This is an optimization exercise on Yosys and OpenROAD, whose aim is small area, a short achievable clock period and few clock cycles per item, not a production implementation. Power figures rest on the tool's default switching activity, not on a simulated workload.

==> run D <==
## proc_simd_sat_alu_pipe
module proc_simd_sat_alu_pipe #(
   parameter int p_nbits       = 32,
   parameter int p_ov_set_wins = 1
) (
   input  logic               clk,
   input  logic               reset,
   input  logic               req_val,
   output logic               req_rdy,
   input  logic [3:0]         req_fn,
   input  logic [1:0]         req_ew,
   input  logic [p_nbits-1:0] req_in0,
   input  logic [p_nbits-1:0] req_in1,
   output logic               resp_val,
   input  logic               resp_rdy,
   output logic [p_nbits-1:0] resp_out,
   output logic               resp_sat,
   input  logic               ov_clr,
   output logic               ov_flag
);
==> flow/config.mk <==
export PLATFORM = sky130hd
export DESIGN_NAME = proc_simd_sat_alu_pipe
export DESIGN_NICKNAME = proc_simd_sat_alu_pipe
export VERILOG_FILES = /design/flow/design.v
export SDC_FILE = /design/flow/constraint.sdc
export NUM_CORES = 4
export LEC_CHECK = 0
export CAP_MARGIN = 20
export CORE_MARGIN = 2
export CORE_UTILIZATION = 40
export SLEW_MARGIN = 20
==> flow/constraint.sdc <==
create_clock -name core_clock -period 11.0 [get_ports {clk}]
set_input_delay 2.2000 -clock core_clock [delete_from_list [all_inputs] [get_ports {clk}]]
set_output_delay 2.2000 -clock core_clock [all_outputs]
set_load 0.01 [all_outputs]
standard.sh (not shown) runs the stock make flow with config.mk's settings and CLKGATE_MAP_FILE= SYNTH_SCRIPT=/design/flow/synth_recipe.tcl, a recipe that flattens the netlist after the stock synthesis.
==> flow/flow/run.sh <==
#!/bin/bash
set -o pipefail
export SETUP_SLACK_MARGIN=7
export TNS_END_PERCENT=0
bash standard.sh finish > standard_flow.log 2>&1
==> inputs of run C, as changes to run D <==
--- a/flow/design.v
+++ b/flow/design.v
@@ -15,55 +15,88 @@
    output logic [p_nbits-1:0] resp_out,
    output logic               resp_sat,
    input  logic               ov_clr,
    output logic               ov_flag
 );
    logic        s1_val;
    logic [3:0]  fn;
    logic [31:0] a, bx;    
-   logic        m8, m16, sad, right;
+   logic        m8, m16, sad;
+   logic [4:0]  shx [4];       
    logic        nm8, nm16;      
-   logic [3:0]  gg, gp;        
+   logic [3:0]  ga, pa, gs, ps;    
+   logic [3:0]  gg, gp;            
+   logic        cj13, cb2;     
    logic        sub;
    logic        d_sub, d_m8, d_m16, d_sad, d_right;
    assign d_sad   = (req_ew == 2'd3);
    assign d_m8    = (req_ew == 2'd0) || d_sad;
    assign d_m16   = (req_ew == 2'd1);
    assign d_sub   = d_sad || (!req_fn[3] && !(req_fn == 4'd0 || req_fn == 4'd2 || req_fn == 4'd4))
                  || (req_fn == 4'd8) || (req_fn == 4'd9) || (req_fn == 4'd10) || (req_fn == 4'd11);
-   assign d_right = (req_fn == 4'd13) || (req_fn == 4'd14);
-   logic [31:0] d_bx;
-   logic [3:0]  d_g, d_p;
-   assign d_bx = req_in1 ^ {32{d_sub}};
-   always_comb begin
-      for (int i = 0; i < 4; i++) begin
-         logic [8:0] gs;
-         gs     = 9'(req_in0[8*i +: 8]) + 9'(d_bx[8*i +: 8]);
-         d_g[i] = gs[8];
-         d_p[i] = &(req_in0[8*i +: 8] ^ d_bx[8*i +: 8]);
-      end
+   assign d_right = ((req_fn == 4'd13) || (req_fn == 4'd14)) && !d_sad;
+   logic [3:0]  d_ga, d_pa, d_gs, d_ps;
+   always_comb begin
+      for (int i = 0; i < 4; i++) begin
+         logic [8:0] sa, ss;
+         logic [7:0] nb;
+         nb      = ~req_in1[8*i +: 8];
+         sa      = 9'(req_in0[8*i +: 8]) + 9'(req_in1[8*i +: 8]);
+         ss      = 9'(req_in0[8*i +: 8]) + 9'(nb);
+         d_ga[i] = sa[8];
+         d_gs[i] = ss[8];
+         d_pa[i] = &(req_in0[8*i +: 8] ^ req_in1[8*i +: 8]);
+         d_ps[i] = (req_in0[8*i +: 8] == req_in1[8*i +: 8]);
+      end
+   end
+   logic [31:0] d_a;
+   logic [4:0]  d_shb [4];
+   logic [4:0]  d_shx [4];
+   always_comb begin
+      for (int j = 0; j < 32; j++) d_a[j] = d_right ? req_in0[31-j] : req_in0[j];
+      for (int i = 0; i < 4; i++) begin
+         if (d_m8)       d_shb[i] = {2'b00, req_in1[8*i +: 3]};
+         else if (d_m16) d_shb[i] = {1'b0, req_in1[16*(i/2) +: 4]};
+         else            d_shb[i] = req_in1[4:0];
+      end
+      for (int i = 0; i < 4; i++) d_shx[i] = d_right ? d_shb[3-i] : d_shb[i];
    end
    logic [3:0] cy, cb;    
+   assign gg = sub ? gs : ga;
+   assign gp = sub ? ps : pa;
    always_comb begin
       cy[0] = sub;
       cb[0] = gg[0] | (gp[0] & cy[0]);
-      cy[1] = m8 ? sub : cb[0];
+      cy[1] = cj13 ? cb[0] : sub;
       cb[1] = gg[1] | (gp[1] & cy[1]);
-      cy[2] = (m8 | m16) ? sub : cb[1];
+      cy[2] = cb2 ? sub : cb[1];
       cb[2] = gg[2] | (gp[2] & cy[2]);
-      cy[3] = m8 ? sub : cb[2];
+      cy[3] = cj13 ? cb[2] : sub;
       cb[3] = gg[3] | (gp[3] & cy[3]);
    end
-   logic [31:0] s;
-   always_comb begin
-      for (int i = 0; i < 4; i++) begin
-         logic [8:0] bs;
-         bs = {a[8*i +: 8], 1'b1} + {bx[8*i +: 8], cy[i]};
-         s[8*i +: 8] = bs[8:1];
+   logic [31:0] s, bp, bg;
+   assign bp = a ^ bx;
+   assign bg = a & bx;
+   always_comb begin
+      for (int i = 0; i < 4; i++) begin
+         logic [7:0] g, p, g2, p2;
+         g = bg[8*i +: 8];
+         p = bp[8*i +: 8];
+         for (int d = 1; d < 8; d = d * 2) begin
+            g2 = g; p2 = p;
+            for (int k = d; k < 8; k++) begin
+               g2[k] = g[k] | (p[k] & g[k-d]);
+               p2[k] = p[k] & p[k-d];
+            end
+            g = g2; p = p2;
+         end
+         s[8*i] = bp[8*i] ^ cy[i];
+         for (int k = 1; k < 8; k++)
+            s[8*i+k] = bp[8*i+k] ^ (g[k-1] | (p[k-1] & cy[i]));
       end
    end
    logic [3:0] nb, ab, vb, sgnb;
    always_comb begin
       for (int i = 0; i < 4; i++) begin
          nb[i]   = s[8*i+7];
          ab[i]   = a[8*i+7];
          vb[i]   = s[8*i+7] ^ a[8*i+7] ^ bx[8*i+7] ^ cb[i];
@@ -86,34 +119,23 @@
    assign ult = ~cl;
    always_comb for (int i = 0; i < 4; i++)
       slt[i] = m8 ? sltb[i] : (m16 ? sltb[i | 1] : sltb[3]);
    logic [31:0] msb;
    always_comb begin
       for (int j = 0; j < 32; j++)
          msb[j] = m8 ? ((j % 8) == 7) : (m16 ? ((j % 16) == 15) : (j == 31));
    end
-   logic [4:0] shb [4];
-   always_comb begin
-      for (int i = 0; i < 4; i++) begin
-         if (!nm8)       shb[i] = {2'b00, bx[8*i +: 3]};
-         else if (!nm16) shb[i] = {1'b0, bx[16*(i/2) +: 4]};
-         else          shb[i] = bx[4:0];
-      end
-   end
    logic [31:0] x, y;
-   logic [4:0]  shx [4];
    logic [3:0]  fill;
    logic [31:0] st [6];
    always_comb begin
-      for (int j = 0; j < 32; j++) x[j] = right ? a[31-j] : a[j];
-      for (int i = 0; i < 4; i++) begin
-         shx[i]  = right ? shb[3-i] : shb[i];
-         fill[i] = (fn == 4'd14) ? al[3-i] : 1'b0;
-      end
+      x = a;
+      for (int i = 0; i < 4; i++)
+         fill[i] = (fn == 4'd14) && (!nm8 ? a[8*i] : (!nm16 ? a[16*(i/2)] : a[0]));
       st[0] = x;
       for (int k = 0; k < 5; k++) begin
          for (int j = 0; j < 32; j++) begin
             int base;
             base = !nm8 ? (j / 8) * 8 : (!nm16 ? (j / 16) * 16 : 0);
             if (shx[j/8][k]) begin
                if (j - (1 << k) >= base) st[k+1][j] = st[k][j - (1 << k)];
                else                      st[k+1][j] = fill[j/8];
@@ -124,39 +146,40 @@
       y = st[5];
    end
    logic [3:0] ovb, ovs;
    always_comb begin
       for (int i = 0; i < 4; i++) begin
          logic [1:0] d, hi;
          logic       any, part;
          d    = m8 ? 2'd0 : (m16 ? 2'(~i & 1) : 2'(3 - i));
-         hi   = shb[i][4:3];
+         hi   = shx[i][4:3];
          any  = 1'b0;
          part = 1'b0;
          for (int q = 0; q < 8; q++) begin
             logic df;
             df  = a[8*i+q] ^ al[i];
             any = any | df;
-            if (shb[i][2:0] >= 3'(7 - q)) part = part | df;
+            if (shx[i][2:0] >= 3'(7 - q)) part = part | df;
          end
          ovb[i] = (hi > d) ? any : ((hi == d) ? part : 1'b0);
       end
       for (int i = 0; i < 4; i++)
          ovs[i] = m8 ? ovb[i] : (m16 ? (ovb[i|1] | ovb[i & 2]) : (|ovb));
    end
    logic [7:0]  ad [4];
    logic [3:0]  bw;    
-   logic [10:0] x1, y1, sv1, cv1;
-   assign bw = ~cb;
+   logic [10:0] sv1, cv1;
+   logic [9:0]  p01, p23;
+   assign bw = ~(gs | ps);
    always_comb for (int i = 0; i < 4; i++) ad[i] = s[8*i +: 8] ^ {8{bw[i]}};
-   assign x1  = 11'(ad[0] ^ ad[1] ^ ad[2]);
-   assign y1  = 11'({(ad[0] & ad[1]) | (ad[0] & ad[2]) | (ad[1] & ad[2]), bw[0]});
-   assign sv1 = x1 ^ y1 ^ 11'(ad[3]);
-   assign cv1 = {(x1[9:0] & y1[9:0]) | (x1[9:0] & 10'(ad[3])) | (y1[9:0] & 10'(ad[3])), bw[1]};
+   assign p01 = {1'b0, ad[0], 1'b1} + {1'b0, ad[1], bw[0]};
+   assign p23 = {1'b0, ad[2], 1'b1} + {1'b0, ad[3], bw[2]};
+   assign sv1 = 11'(p01[9:1]);
+   assign cv1 = 11'(p23[9:1]);
    logic [3:0] e_s, e_a, e_b, e_y, e_yr, e_one, e_svm, e_svo, satb;
    always_comb begin
       for (int i = 0; i < 4; i++) begin
          logic e_sv;
          e_s[i]  = (fn == 4'd0) || (fn == 4'd1) || ((fn == 4'd2 || fn == 4'd3) && !vl[i])
                 || (fn == 4'd4 && !cl[i]) || (fn == 4'd5 && cl[i]);
          e_one[i] = (fn == 4'd4 && cl[i]) || (fn == 4'd10 && slt[i]) || (fn == 4'd11 && ult[i]);
          e_sv    = ((fn == 4'd2 || fn == 4'd3) && vl[i]) || (fn == 4'd15 && ovs[i]);
@@ -183,25 +206,25 @@
          int i;
          i = j / 8;
          res[j] = (e_s[i] & s[j]) | (e_a[i] & a[j]) | (e_b[i] & ~bx[j]) | (e_y[i] & y[j])
                 | (e_yr[i] & y[31-j]) | (msb[j] ? e_svm[i] : e_svo[i]);
       end
    end
    logic [31:0] s2_in;
    logic        s2_sat_in;
-   assign s2_in     = sad ? {8'd0, bw[3], bw[2], cv1, sv1} : res;
+   assign s2_in     = sad ? {8'd0, bw[3], bw[1], cv1, sv1} : res;
    assign s2_sat_in = !sad && (|satb);
-   logic        s2_val, s2_sat, s2_sad, s2_clr;
+   logic        s2_val, s2_sat, s2_sad, s2_clr, s2_keep;    
    logic [31:0] s2_r;
    logic [31:0] acc, acc_g, sp_out, o_in;
    logic [21:0] acc_hi_run;    
    logic [10:0] x3, y3;
    logic [11:0] sad_lo;
-   assign acc_g = s2_clr ? 32'd0 : acc;
+   assign acc_g = {acc[31:10] & {22{s2_keep}}, s2_clr ? 10'd0 : acc[9:0]};
    always_comb begin
       acc_hi_run[0] = 1'b1;
       for (int k = 1; k < 22; k++) acc_hi_run[k] = acc_hi_run[k-1] & acc_g[9+k];
    end
    assign x3     = 11'(acc_g[9:0]) ^ s2_r[10:0] ^ s2_r[21:11];
    assign y3     = {(10'(acc_g[9:0]) & s2_r[9:0]) | (10'(acc_g[9:0]) & s2_r[20:11])
                     | (s2_r[9:0] & s2_r[20:11]), s2_r[22]};
    assign sad_lo = {x3, 1'b1} + {y3, s2_r[23]};
@@ -242,36 +265,41 @@
          if (ov_set && ov_clr) ov_flag <= (p_ov_set_wins != 0);
          else if (ov_set)      ov_flag <= 1'b1;
          else if (ov_clr)      ov_flag <= 1'b0;
       end
    end
    always_ff @(posedge clk) begin
       if (req_rdy) begin
          fn    <= req_fn;
-         a     <= req_in0;
+         a     <= d_a;
          bx    <= req_in1 ^ {32{d_sub}};
          m8    <= d_m8;
          m16   <= d_m16;
          sad   <= d_sad;
-         right <= d_right;
+         for (int i = 0; i < 4; i++) shx[i] <= d_shx[i];
          nm8   <= !d_m8;
          nm16  <= !d_m16;
          sub   <= d_sub;
-         gg    <= d_g;
-         gp    <= d_p;
+         ga    <= d_ga;
+         pa    <= d_pa;
+         gs    <= d_gs;
+         ps    <= d_ps;
+         cj13  <= !d_m8;
+         cb2   <= d_m8 | d_m16;
       end
       if (s2_ld) begin
          s2_r   <= s2_in;
          s2_sat <= s2_sat_in;
          s2_sad <= sad;
          s2_clr <= fn[0];
+         s2_keep <= !fn[0];
       end
       if (!o_val || resp_rdy) begin
-         o_out <= k_val ? k_out : o_in;
+         o_out <= (s2_sad && !k_val) ? sp_out : (k_val ? k_out : s2_r);
          o_sat <= k_val ? k_sat : s2_sat;
       end
       if (!k_val) begin
          k_out <= o_in;
          k_sat <= s2_sat;
       end
    end
 endmodule
==> flow/flow/run.sh (replaced) <==
#!/bin/bash
set -o pipefail
export SETUP_SLACK_MARGIN=8
export TNS_END_PERCENT=0
export BUFFER_PORTS_ARGS="-buffer_cell sky130_fd_sc_hd__buf_2"
bash standard.sh finish > standard_flow.log 2>&1
==> flow/config.mk (replaced) <==
export PLATFORM = sky130hd
export DESIGN_NAME = proc_simd_sat_alu_pipe
export DESIGN_NICKNAME = proc_simd_sat_alu_pipe
export VERILOG_FILES = /design/flow/design.v
export SDC_FILE = /design/flow/constraint.sdc
export NUM_CORES = 4
export LEC_CHECK = 0
export ABC_AREA = 1
export CAP_MARGIN = 20
export CORE_MARGIN = 2
export CORE_UTILIZATION = 55
export SLEW_MARGIN = 20
==> inputs of run Z, as changes to run D <==
--- a/flow/design.v
+++ b/flow/design.v
@@ -15,55 +15,88 @@
    output logic [p_nbits-1:0] resp_out,
    output logic               resp_sat,
    input  logic               ov_clr,
    output logic               ov_flag
 );
    logic        s1_val;
    logic [3:0]  fn;
    logic [31:0] a, bx;    
-   logic        m8, m16, sad, right;
+   logic        m8, m16, sad;
+   logic [4:0]  shx [4];       
    logic        nm8, nm16;      
-   logic [3:0]  gg, gp;        
+   logic [3:0]  ga, pa, gs, ps;    
+   logic [3:0]  gg, gp;            
+   logic        cj13, cb2;     
    logic        sub;
    logic        d_sub, d_m8, d_m16, d_sad, d_right;
    assign d_sad   = (req_ew == 2'd3);
    assign d_m8    = (req_ew == 2'd0) || d_sad;
    assign d_m16   = (req_ew == 2'd1);
    assign d_sub   = d_sad || (!req_fn[3] && !(req_fn == 4'd0 || req_fn == 4'd2 || req_fn == 4'd4))
                  || (req_fn == 4'd8) || (req_fn == 4'd9) || (req_fn == 4'd10) || (req_fn == 4'd11);
-   assign d_right = (req_fn == 4'd13) || (req_fn == 4'd14);
-   logic [31:0] d_bx;
-   logic [3:0]  d_g, d_p;
-   assign d_bx = req_in1 ^ {32{d_sub}};
-   always_comb begin
-      for (int i = 0; i < 4; i++) begin
-         logic [8:0] gs;
-         gs     = 9'(req_in0[8*i +: 8]) + 9'(d_bx[8*i +: 8]);
-         d_g[i] = gs[8];
-         d_p[i] = &(req_in0[8*i +: 8] ^ d_bx[8*i +: 8]);
-      end
+   assign d_right = ((req_fn == 4'd13) || (req_fn == 4'd14)) && !d_sad;
+   logic [3:0]  d_ga, d_pa, d_gs, d_ps;
+   always_comb begin
+      for (int i = 0; i < 4; i++) begin
+         logic [8:0] sa, ss;
+         logic [7:0] nb;
+         nb      = ~req_in1[8*i +: 8];
+         sa      = 9'(req_in0[8*i +: 8]) + 9'(req_in1[8*i +: 8]);
+         ss      = 9'(req_in0[8*i +: 8]) + 9'(nb);
+         d_ga[i] = sa[8];
+         d_gs[i] = ss[8];
+         d_pa[i] = &(req_in0[8*i +: 8] ^ req_in1[8*i +: 8]);
+         d_ps[i] = (req_in0[8*i +: 8] == req_in1[8*i +: 8]);
+      end
+   end
+   logic [31:0] d_a;
+   logic [4:0]  d_shb [4];
+   logic [4:0]  d_shx [4];
+   always_comb begin
+      for (int j = 0; j < 32; j++) d_a[j] = d_right ? req_in0[31-j] : req_in0[j];
+      for (int i = 0; i < 4; i++) begin
+         if (d_m8)       d_shb[i] = {2'b00, req_in1[8*i +: 3]};
+         else if (d_m16) d_shb[i] = {1'b0, req_in1[16*(i/2) +: 4]};
+         else            d_shb[i] = req_in1[4:0];
+      end
+      for (int i = 0; i < 4; i++) d_shx[i] = d_right ? d_shb[3-i] : d_shb[i];
    end
    logic [3:0] cy, cb;    
+   assign gg = sub ? gs : ga;
+   assign gp = sub ? ps : pa;
    always_comb begin
       cy[0] = sub;
       cb[0] = gg[0] | (gp[0] & cy[0]);
-      cy[1] = m8 ? sub : cb[0];
+      cy[1] = cj13 ? cb[0] : sub;
       cb[1] = gg[1] | (gp[1] & cy[1]);
-      cy[2] = (m8 | m16) ? sub : cb[1];
+      cy[2] = cb2 ? sub : cb[1];
       cb[2] = gg[2] | (gp[2] & cy[2]);
-      cy[3] = m8 ? sub : cb[2];
+      cy[3] = cj13 ? cb[2] : sub;
       cb[3] = gg[3] | (gp[3] & cy[3]);
    end
-   logic [31:0] s;
-   always_comb begin
-      for (int i = 0; i < 4; i++) begin
-         logic [8:0] bs;
-         bs = {a[8*i +: 8], 1'b1} + {bx[8*i +: 8], cy[i]};
-         s[8*i +: 8] = bs[8:1];
+   logic [31:0] s, bp, bg;
+   assign bp = a ^ bx;
+   assign bg = a & bx;
+   always_comb begin
+      for (int i = 0; i < 4; i++) begin
+         logic [7:0] g, p, g2, p2;
+         g = bg[8*i +: 8];
+         p = bp[8*i +: 8];
+         for (int d = 1; d < 8; d = d * 2) begin
+            g2 = g; p2 = p;
+            for (int k = d; k < 8; k++) begin
+               g2[k] = g[k] | (p[k] & g[k-d]);
+               p2[k] = p[k] & p[k-d];
+            end
+            g = g2; p = p2;
+         end
+         s[8*i] = bp[8*i] ^ cy[i];
+         for (int k = 1; k < 8; k++)
+            s[8*i+k] = bp[8*i+k] ^ (g[k-1] | (p[k-1] & cy[i]));
       end
    end
    logic [3:0] nb, ab, vb, sgnb;
    always_comb begin
       for (int i = 0; i < 4; i++) begin
          nb[i]   = s[8*i+7];
          ab[i]   = a[8*i+7];
          vb[i]   = s[8*i+7] ^ a[8*i+7] ^ bx[8*i+7] ^ cb[i];
@@ -86,34 +119,23 @@
    assign ult = ~cl;
    always_comb for (int i = 0; i < 4; i++)
       slt[i] = m8 ? sltb[i] : (m16 ? sltb[i | 1] : sltb[3]);
    logic [31:0] msb;
    always_comb begin
       for (int j = 0; j < 32; j++)
          msb[j] = m8 ? ((j % 8) == 7) : (m16 ? ((j % 16) == 15) : (j == 31));
    end
-   logic [4:0] shb [4];
-   always_comb begin
-      for (int i = 0; i < 4; i++) begin
-         if (!nm8)       shb[i] = {2'b00, bx[8*i +: 3]};
-         else if (!nm16) shb[i] = {1'b0, bx[16*(i/2) +: 4]};
-         else          shb[i] = bx[4:0];
-      end
-   end
    logic [31:0] x, y;
-   logic [4:0]  shx [4];
    logic [3:0]  fill;
    logic [31:0] st [6];
    always_comb begin
-      for (int j = 0; j < 32; j++) x[j] = right ? a[31-j] : a[j];
-      for (int i = 0; i < 4; i++) begin
-         shx[i]  = right ? shb[3-i] : shb[i];
-         fill[i] = (fn == 4'd14) ? al[3-i] : 1'b0;
-      end
+      x = a;
+      for (int i = 0; i < 4; i++)
+         fill[i] = (fn == 4'd14) && (!nm8 ? a[8*i] : (!nm16 ? a[16*(i/2)] : a[0]));
       st[0] = x;
       for (int k = 0; k < 5; k++) begin
          for (int j = 0; j < 32; j++) begin
             int base;
             base = !nm8 ? (j / 8) * 8 : (!nm16 ? (j / 16) * 16 : 0);
             if (shx[j/8][k]) begin
                if (j - (1 << k) >= base) st[k+1][j] = st[k][j - (1 << k)];
                else                      st[k+1][j] = fill[j/8];
@@ -124,34 +146,34 @@
       y = st[5];
    end
    logic [3:0] ovb, ovs;
    always_comb begin
       for (int i = 0; i < 4; i++) begin
          logic [1:0] d, hi;
          logic       any, part;
          d    = m8 ? 2'd0 : (m16 ? 2'(~i & 1) : 2'(3 - i));
-         hi   = shb[i][4:3];
+         hi   = shx[i][4:3];
          any  = 1'b0;
          part = 1'b0;
          for (int q = 0; q < 8; q++) begin
             logic df;
             df  = a[8*i+q] ^ al[i];
             any = any | df;
-            if (shb[i][2:0] >= 3'(7 - q)) part = part | df;
+            if (shx[i][2:0] >= 3'(7 - q)) part = part | df;
          end
          ovb[i] = (hi > d) ? any : ((hi == d) ? part : 1'b0);
       end
       for (int i = 0; i < 4; i++)
          ovs[i] = m8 ? ovb[i] : (m16 ? (ovb[i|1] | ovb[i & 2]) : (|ovb));
    end
    logic [7:0]  ad [4];
    logic [3:0]  bw;    
    logic [10:0] x1, y1, sv1, cv1;
-   assign bw = ~cb;
+   assign bw = ~(gs | ps);
    always_comb for (int i = 0; i < 4; i++) ad[i] = s[8*i +: 8] ^ {8{bw[i]}};
    assign x1  = 11'(ad[0] ^ ad[1] ^ ad[2]);
    assign y1  = 11'({(ad[0] & ad[1]) | (ad[0] & ad[2]) | (ad[1] & ad[2]), bw[0]});
    assign sv1 = x1 ^ y1 ^ 11'(ad[3]);
    assign cv1 = {(x1[9:0] & y1[9:0]) | (x1[9:0] & 10'(ad[3])) | (y1[9:0] & 10'(ad[3])), bw[1]};
    logic [3:0] e_s, e_a, e_b, e_y, e_yr, e_one, e_svm, e_svo, satb;
    always_comb begin
       for (int i = 0; i < 4; i++) begin
@@ -185,23 +207,23 @@
          res[j] = (e_s[i] & s[j]) | (e_a[i] & a[j]) | (e_b[i] & ~bx[j]) | (e_y[i] & y[j])
                 | (e_yr[i] & y[31-j]) | (msb[j] ? e_svm[i] : e_svo[i]);
       end
    end
    logic [31:0] s2_in;
    logic        s2_sat_in;
    assign s2_in     = sad ? {8'd0, bw[3], bw[2], cv1, sv1} : res;
    assign s2_sat_in = !sad && (|satb);
-   logic        s2_val, s2_sat, s2_sad, s2_clr;
+   logic        s2_val, s2_sat, s2_sad, s2_clr, s2_keep;    
    logic [31:0] s2_r;
    logic [31:0] acc, acc_g, sp_out, o_in;
    logic [21:0] acc_hi_run;    
    logic [10:0] x3, y3;
    logic [11:0] sad_lo;
-   assign acc_g = s2_clr ? 32'd0 : acc;
+   assign acc_g = {acc[31:10] & {22{s2_keep}}, s2_clr ? 10'd0 : acc[9:0]};
    always_comb begin
       acc_hi_run[0] = 1'b1;
       for (int k = 1; k < 22; k++) acc_hi_run[k] = acc_hi_run[k-1] & acc_g[9+k];
    end
    assign x3     = 11'(acc_g[9:0]) ^ s2_r[10:0] ^ s2_r[21:11];
    assign y3     = {(10'(acc_g[9:0]) & s2_r[9:0]) | (10'(acc_g[9:0]) & s2_r[20:11])
                     | (s2_r[9:0] & s2_r[20:11]), s2_r[22]};
    assign sad_lo = {x3, 1'b1} + {y3, s2_r[23]};
@@ -242,36 +264,41 @@
          if (ov_set && ov_clr) ov_flag <= (p_ov_set_wins != 0);
          else if (ov_set)      ov_flag <= 1'b1;
          else if (ov_clr)      ov_flag <= 1'b0;
       end
    end
    always_ff @(posedge clk) begin
       if (req_rdy) begin
          fn    <= req_fn;
-         a     <= req_in0;
+         a     <= d_a;
          bx    <= req_in1 ^ {32{d_sub}};
          m8    <= d_m8;
          m16   <= d_m16;
          sad   <= d_sad;
-         right <= d_right;
+         for (int i = 0; i < 4; i++) shx[i] <= d_shx[i];
          nm8   <= !d_m8;
          nm16  <= !d_m16;
          sub   <= d_sub;
-         gg    <= d_g;
-         gp    <= d_p;
+         ga    <= d_ga;
+         pa    <= d_pa;
+         gs    <= d_gs;
+         ps    <= d_ps;
+         cj13  <= !d_m8;
+         cb2   <= d_m8 | d_m16;
       end
       if (s2_ld) begin
          s2_r   <= s2_in;
          s2_sat <= s2_sat_in;
          s2_sad <= sad;
          s2_clr <= fn[0];
+         s2_keep <= !fn[0];
       end
       if (!o_val || resp_rdy) begin
-         o_out <= k_val ? k_out : o_in;
+         o_out <= (s2_sad && !k_val) ? sp_out : (k_val ? k_out : s2_r);
          o_sat <= k_val ? k_sat : s2_sat;
       end
       if (!k_val) begin
          k_out <= o_in;
          k_sat <= s2_sat;
       end
    end
 endmodule
==> flow/flow/run.sh (replaced) <==
#!/bin/bash
set -o pipefail
export SETUP_SLACK_MARGIN=8
export TNS_END_PERCENT=0
export BUFFER_PORTS_ARGS="-buffer_cell sky130_fd_sc_hd__buf_2"
bash standard.sh finish > standard_flow.log 2>&1
==> flow/config.mk (replaced) <==
export PLATFORM = sky130hd
export DESIGN_NAME = proc_simd_sat_alu_pipe
export DESIGN_NICKNAME = proc_simd_sat_alu_pipe
export VERILOG_FILES = /design/flow/design.v
export SDC_FILE = /design/flow/constraint.sdc
export NUM_CORES = 4
export LEC_CHECK = 0
export ABC_AREA = 1
export CAP_MARGIN = 20
export CORE_MARGIN = 2
export CORE_UTILIZATION = 55
export CTS_BUF_LIST = sky130_fd_sc_hd__clkbuf_4 sky130_fd_sc_hd__clkbuf_8
export CTS_CLUSTER_SIZE = 30
export SLEW_MARGIN = 20
==> notes.md <==
Floorplan die width: run Z 193.5 µm; run C 192.7 µm; run D 219.8 µm
Run status: run Z timing/DRC/antenna clean; run C timing/DRC/antenna clean; run D timing/DRC/antenna clean
Minimum period implied by the final worst setup slack: run Z 3.791 ns; run C 3.940 ns; run D 4.088 ns
Total power density per cell area: run Z 201.2 nW/µm²; run C 208.4 nW/µm²; run D 203.2 nW/µm²
Total of flip-flops plus latches after synthesis: run Z 245; run C 245; run D 222
Total power of the final layout: run Z 4517 µW; run C 4572 µW; run D 4632 µW
Global Route met3 Usage: run Z 6.799%; run C 4.219%; run D 5.728%
Post-synthesis xor/xnor area fraction: run Z 4.842%; run C 5.720%; run D 6.679%
Headroom to the max-slew limit: run Z 24.75%; run C 24.27%; run D 26.70%
Clock network latency to the later pin of the worst-skew pair: run Z 0.62 ns; run C 0.56 ns; run D 0.58 ns
Worst path setup slack after routing: run Z 7.209 ns; run C 7.060 ns; run D 6.912 ns
Count of non-filler cells in the finished layout: run Z 3371; run C 3236; run D 2820
Fraction of cell area in non-clock buffers: run Z 4.669%; run C 4.141%; run D 10.92%
No functional check of the RTL was part of any run of this note.

what the ideal ports hide:
No port has a modelled driver above. Below, the same layouts with a new extraction and two added sets of constraints. Step 1, drivers: a clkbuf_16 drives clk and a buf_2 each remaining input, both assumed. Step 2, shift: input delay + t, output delay - t, t = (earliest + latest rising clock arrival at the registers) / 2. This alone moves slack from input paths to output paths. Slacks: no drivers / after step 1 / after step 2; pairs: no drivers / after step 1.
run | t (ns) | setup slack, ns | hold WS [ns] | worst setup path after step 2 | worst data-port slew with drivers (ns)
run D | 0.629 | 6.912 / 6.912 / 6.380 | 0.455 / 0.455 / 0.455 | input to register | 0.07
run C | 0.607 | 7.060 / 7.060 / 6.547 | 0.457 / 0.457 / 0.457 | input to register | 0.06
run Z | 0.661 | 7.209 / 7.209 / 6.802 | 0.458 / 0.458 / 0.458 | input to register | 0.04
After both steps setup and hold are still met in every run listed. For run D, which loses most, drivers alone change the setup slack by 0.000 ns; drivers and shift together by -0.532 ns.
